Context: an optimization exercise on an open-source flow, tuned for small area, a short achievable clock period and few clock cycles. The choices shown serve that exercise and are no tape-out recipe. Only simulation tests tie the RTL to the original design; equivalence was not proved.

==> inputs of job 8311 <==
## yuv_box_nearest_color_classifier
module yuv_box_nearest_color_classifier (
    input  logic        i_clk,
    input  logic        i_rst_n,
    input  logic        i_req_valid,
    output logic        o_req_ready,
    input  logic        i_req_operation,
    input  logic [3:0]  i_req_entry,
    input  logic [9:0]  i_req_y_min,
    input  logic [9:0]  i_req_y_max,
    input  logic [9:0]  i_req_u_min,
    input  logic [9:0]  i_req_u_max,
    input  logic [9:0]  i_req_v_min,
    input  logic [9:0]  i_req_v_max,
    input  logic [7:0]  i_req_red,
    input  logic [7:0]  i_req_green,
    input  logic [7:0]  i_req_blue,
    output logic        o_res_valid,
    input  logic        i_res_ready,
    output logic [3:0]  o_res_class_index,
    input  logic        i_cfg_wr_en,
    input  logic [0:0]  i_cfg_index,
    input  logic [11:0] i_cfg_wdata
);
==> module yuvb_add, before the edit <==
module yuvb_add #(
    parameter int N = 8
) (
    input  logic [N-1:0] i_a,
    input  logic [N-1:0] i_b,
    input  logic         i_ci,
    output logic [N-1:0] o_s
);
    localparam int L = (N > 1) ? $clog2(N) : 1;
    logic [(L+1)*N-1:0] g, p;
    logic [N-1:0] x;
    assign x = i_a ^ i_b;
    always_comb begin
        g[N-1:0] = i_a & i_b;
        p[N-1:0] = x;
        g[0] = g[0] | (x[0] & i_ci);
        for (int l = 0; l < L; l++) begin
            for (int i = 0; i < N; i++) begin
                if ((i >> l) & 1) begin
                    g[(l+1)*N+i] = g[l*N+i] | (p[l*N+i] & g[l*N+(((i >> l) << l) - 1)]);
                    p[(l+1)*N+i] = p[l*N+i] & p[l*N+(((i >> l) << l) - 1)];
                end else begin
                    g[(l+1)*N+i] = g[l*N+i];
                    p[(l+1)*N+i] = p[l*N+i];
                end
            end
        end
    end
    assign o_s = x ^ {g[L*N +: N-1], i_ci};
endmodule
==> flow/config.mk <==
export PLATFORM = sky130hd
export DESIGN_NAME = yuv_box_nearest_color_classifier
export DESIGN_NICKNAME = yuv_box_nearest_color_classifier
export VERILOG_FILES = /design/flow/design.v
export SDC_FILE = /design/flow/constraint.sdc
export NUM_CORES = 4
export LEC_CHECK = 0
export CAP_MARGIN = 20
export CORE_MARGIN = 2
export CORE_UTILIZATION = 50
export SLEW_MARGIN = 20
==> flow/constraint.sdc <==
create_clock -name core_clock -period 13.5 [get_ports {i_clk}]
set_input_delay 2.7000 -clock core_clock [delete_from_list [all_inputs] [get_ports {i_clk}]]
set_output_delay 2.7000 -clock core_clock [all_outputs]
set_load 0.01 [all_outputs]
standard.sh (not shown) runs the stock make flow with config.mk's settings and CLKGATE_MAP_FILE= SYNTH_SCRIPT=/design/flow/synth_recipe.tcl, a recipe that flattens the netlist after the stock synthesis.
==> flow/flow/run.sh <==
#!/bin/bash
set -euo pipefail
bash standard.sh SETUP_SLACK_MARGIN=9 finish > flow_make.log 2>&1
==> inputs of job 1017, as changes to job 8311 <==
==> flow/run.sh (new file) <==
#!/bin/bash
# synth_recipe.tcl (not shown) runs the flow's synth.tcl, then flattens the netlist and writes it again
# the make line also repeats each setting of config.mk as NAME=value (left out here)
make -C /OpenROAD-flow-scripts/flow DESIGN_CONFIG=/design/flow/config.mk WORK_HOME=/design/flow/orfs CLKGATE_MAP_FILE= SYNTH_SCRIPT=/design/flow/synth_recipe.tcl finish
- CORE_UTILIZATION: 50 -> 40
- SETUP_SLACK_MARGIN: not set -> 5
removed: flow/flow/run.sh
removed: flow/standard.sh
==> inputs of job 3182, as changes to job 8311 <==
--- a/flow/design.v
+++ b/flow/design.v
@@ -2,8 +2,8 @@
     localparam int NUM_COLORS = 10;
     localparam int KEY_W      = 13;
     localparam int IDLE_HOLD  = 6;
-    localparam int CREDITS    = 11;
-    localparam int CNT_W      = 4;
+    localparam int CREDITS    = 12;
+    localparam int CNT_W      = 5;
     function automatic logic [3:0] f_mod10(input logic [10:0] x);
         logic [4:0] s;
         logic [2:0] m5;
@@ -36,14 +36,14 @@
         g[N-1:0] = i_a & i_b;
         p[N-1:0] = x;
         g[0] = g[0] | (x[0] & i_ci);
-        for (int l = 0; l < L; l++) begin
+        for (int l = 1; l <= L; l++) begin
             for (int i = 0; i < N; i++) begin
-                if ((i >> l) & 1) begin
-                    g[(l+1)*N+i] = g[l*N+i] | (p[l*N+i] & g[l*N+(((i >> l) << l) - 1)]);
-                    p[(l+1)*N+i] = p[l*N+i] & p[l*N+(((i >> l) << l) - 1)];
+                if (i >= (1 << (l - 1))) begin
+                    g[l*N+i] = g[(l-1)*N+i] | (p[(l-1)*N+i] & g[(l-1)*N+i-(1 << (l - 1))]);
+                    p[l*N+i] = p[(l-1)*N+i] & p[(l-1)*N+i-(1 << (l - 1))];
                 end else begin
-                    g[(l+1)*N+i] = g[l*N+i];
-                    p[(l+1)*N+i] = p[l*N+i];
+                    g[l*N+i] = g[(l-1)*N+i];
+                    p[l*N+i] = p[(l-1)*N+i];
                 end
             end
         end
==> flow/run.sh (new file) <==
#!/bin/bash
# synth_recipe.tcl (not shown) runs the flow's synth.tcl, then flattens the netlist and writes it again
# the make line also repeats each setting of config.mk as NAME=value (left out here)
make -C /OpenROAD-flow-scripts/flow DESIGN_CONFIG=/design/flow/config.mk WORK_HOME=/design/flow/orfs CLKGATE_MAP_FILE= SYNTH_SCRIPT=/design/flow/synth_recipe.tcl finish
- SETUP_SLACK_MARGIN: not set -> 5
removed: flow/flow/run.sh
removed: flow/standard.sh
==> qor summary <==
|  | job 3182 | job 8311 | job 1017 |
|---|---|---|---|
| Result of the run | finished with violations | finished clean | finished clean |
| Layout check failures | antenna rules | - | - |
| Layout Utilization | 55.30% | 58.79% | 44.60% |
| Multi-input gate share of total cell area | 54.78% | 53.70% | 53.19% |
| X dimension of the die | 580.9 um | 570.6 um | 637.5 um |
| Clock insertion delay at the later pin of the skew report | 0.93 ns | 0.95 ns | 0.93 ns |
| Sum of buffers and inverters on the critical path | 3 | 6 | 2 |
| Worst Min Path Start | u_front.r4_pmy[2]$_DFF_P_ | u_front.r1_lo[8]$_DFF_P_ | u_front.r1_lo[10]$_DFF_P_ |
| Worst EP required | 14.33 ns | 14.27 ns | 14.29 ns |
| Layout clock buffer count | 354 | 375 | 370 |
| Antenna Diode Count | 71 | 94 | 53 |
| Launching point of the worst reg2reg path | u_front.r5_pn[10]$_DFF_P_ | u_back.rA_op[4][22]$_DFF_P_ | u_front.r5_pn[22]$_DFF_P_ |
| Critical Path Start | u_front.r5_pn[10]$_DFF_P_ | u_back.rA_op[4][22]$_DFF_P_ | u_front.r5_pn[22]$_DFF_P_ |
| Final antenna-violating net count | 1 | 0 | 0 |
| Terminating pin of the worst hold path | u_front.r5_pm[2]$_DFF_P_ | u_front.r2_lo[8]$_DFF_P_ | u_front.r2_lo[10]$_DFF_P_ |
| Filler cell count | 29.81k | 27.50k | 37.94k |
| Synthesized-area fraction occupied by adder cells | 24.69% | 27.40% | 27.40% |
| Post-Synthesis Cell Area | 0.1664 mm2 | 0.1605 mm2 | 0.1605 mm2 |
| Pre-antenna DRT Iters | 9 | 8 | 9 |
| Signal arrival time at the worst endpoint | 6.68 ns | 5.45 ns | 6.76 ns |
| Post-detailed-route via-to-cell ratio | 5.756 | 5.712 | 5.468 |
| Final Non-Filler Cells | 22.49k | 21.64k | 22.05k |
Testbench counts of job 8311, summed over its fixed seeds: cycles 2,696.
Testbench counts of job 1017, summed over its fixed seeds: cycles 2,696.
Testbench counts of job 3182, summed over its fixed seeds: cycles 2,696.

==> static timing again, ports no longer ideal <==
Ports are ideal in the flow. The routed layouts listed here were re-timed in OpenROAD.
Step 1, drivers: a clkbuf_16 drives i_clk and a buf_2 each remaining input, both assumed.
Step 2 also shifts input and output timing later by t, the mid clock arrival at the registers, as if the neighbouring blocks saw the same clock.
Slacks: no drivers / after step 1 / after step 2; pairs: no drivers / after step 1.
run | shift t [ns] | slack for setup (ns) | hold WS [ns] | worst setup path at the end | latest minus earliest clock arrival (ns)
job 8311 | 1.035 | 8.822 / 8.822 / 8.213 | 0.307 / 0.307 / 0.307 | input to register | 0.059 / 0.059
job 1017 | 1.014 | 7.532 / 7.532 / 7.532 | 0.315 / 0.315 / 0.315 | register to register | 0.063 / 0.063
job 3182 | 1.022 | 7.654 / 7.654 / 7.122 | 0.318 / 0.318 / 0.318 | input to register | 0.050 / 0.050
The setup slack of job 8311, which loses most, moves by 0.000 ns with the drivers and by -0.609 ns with both steps.
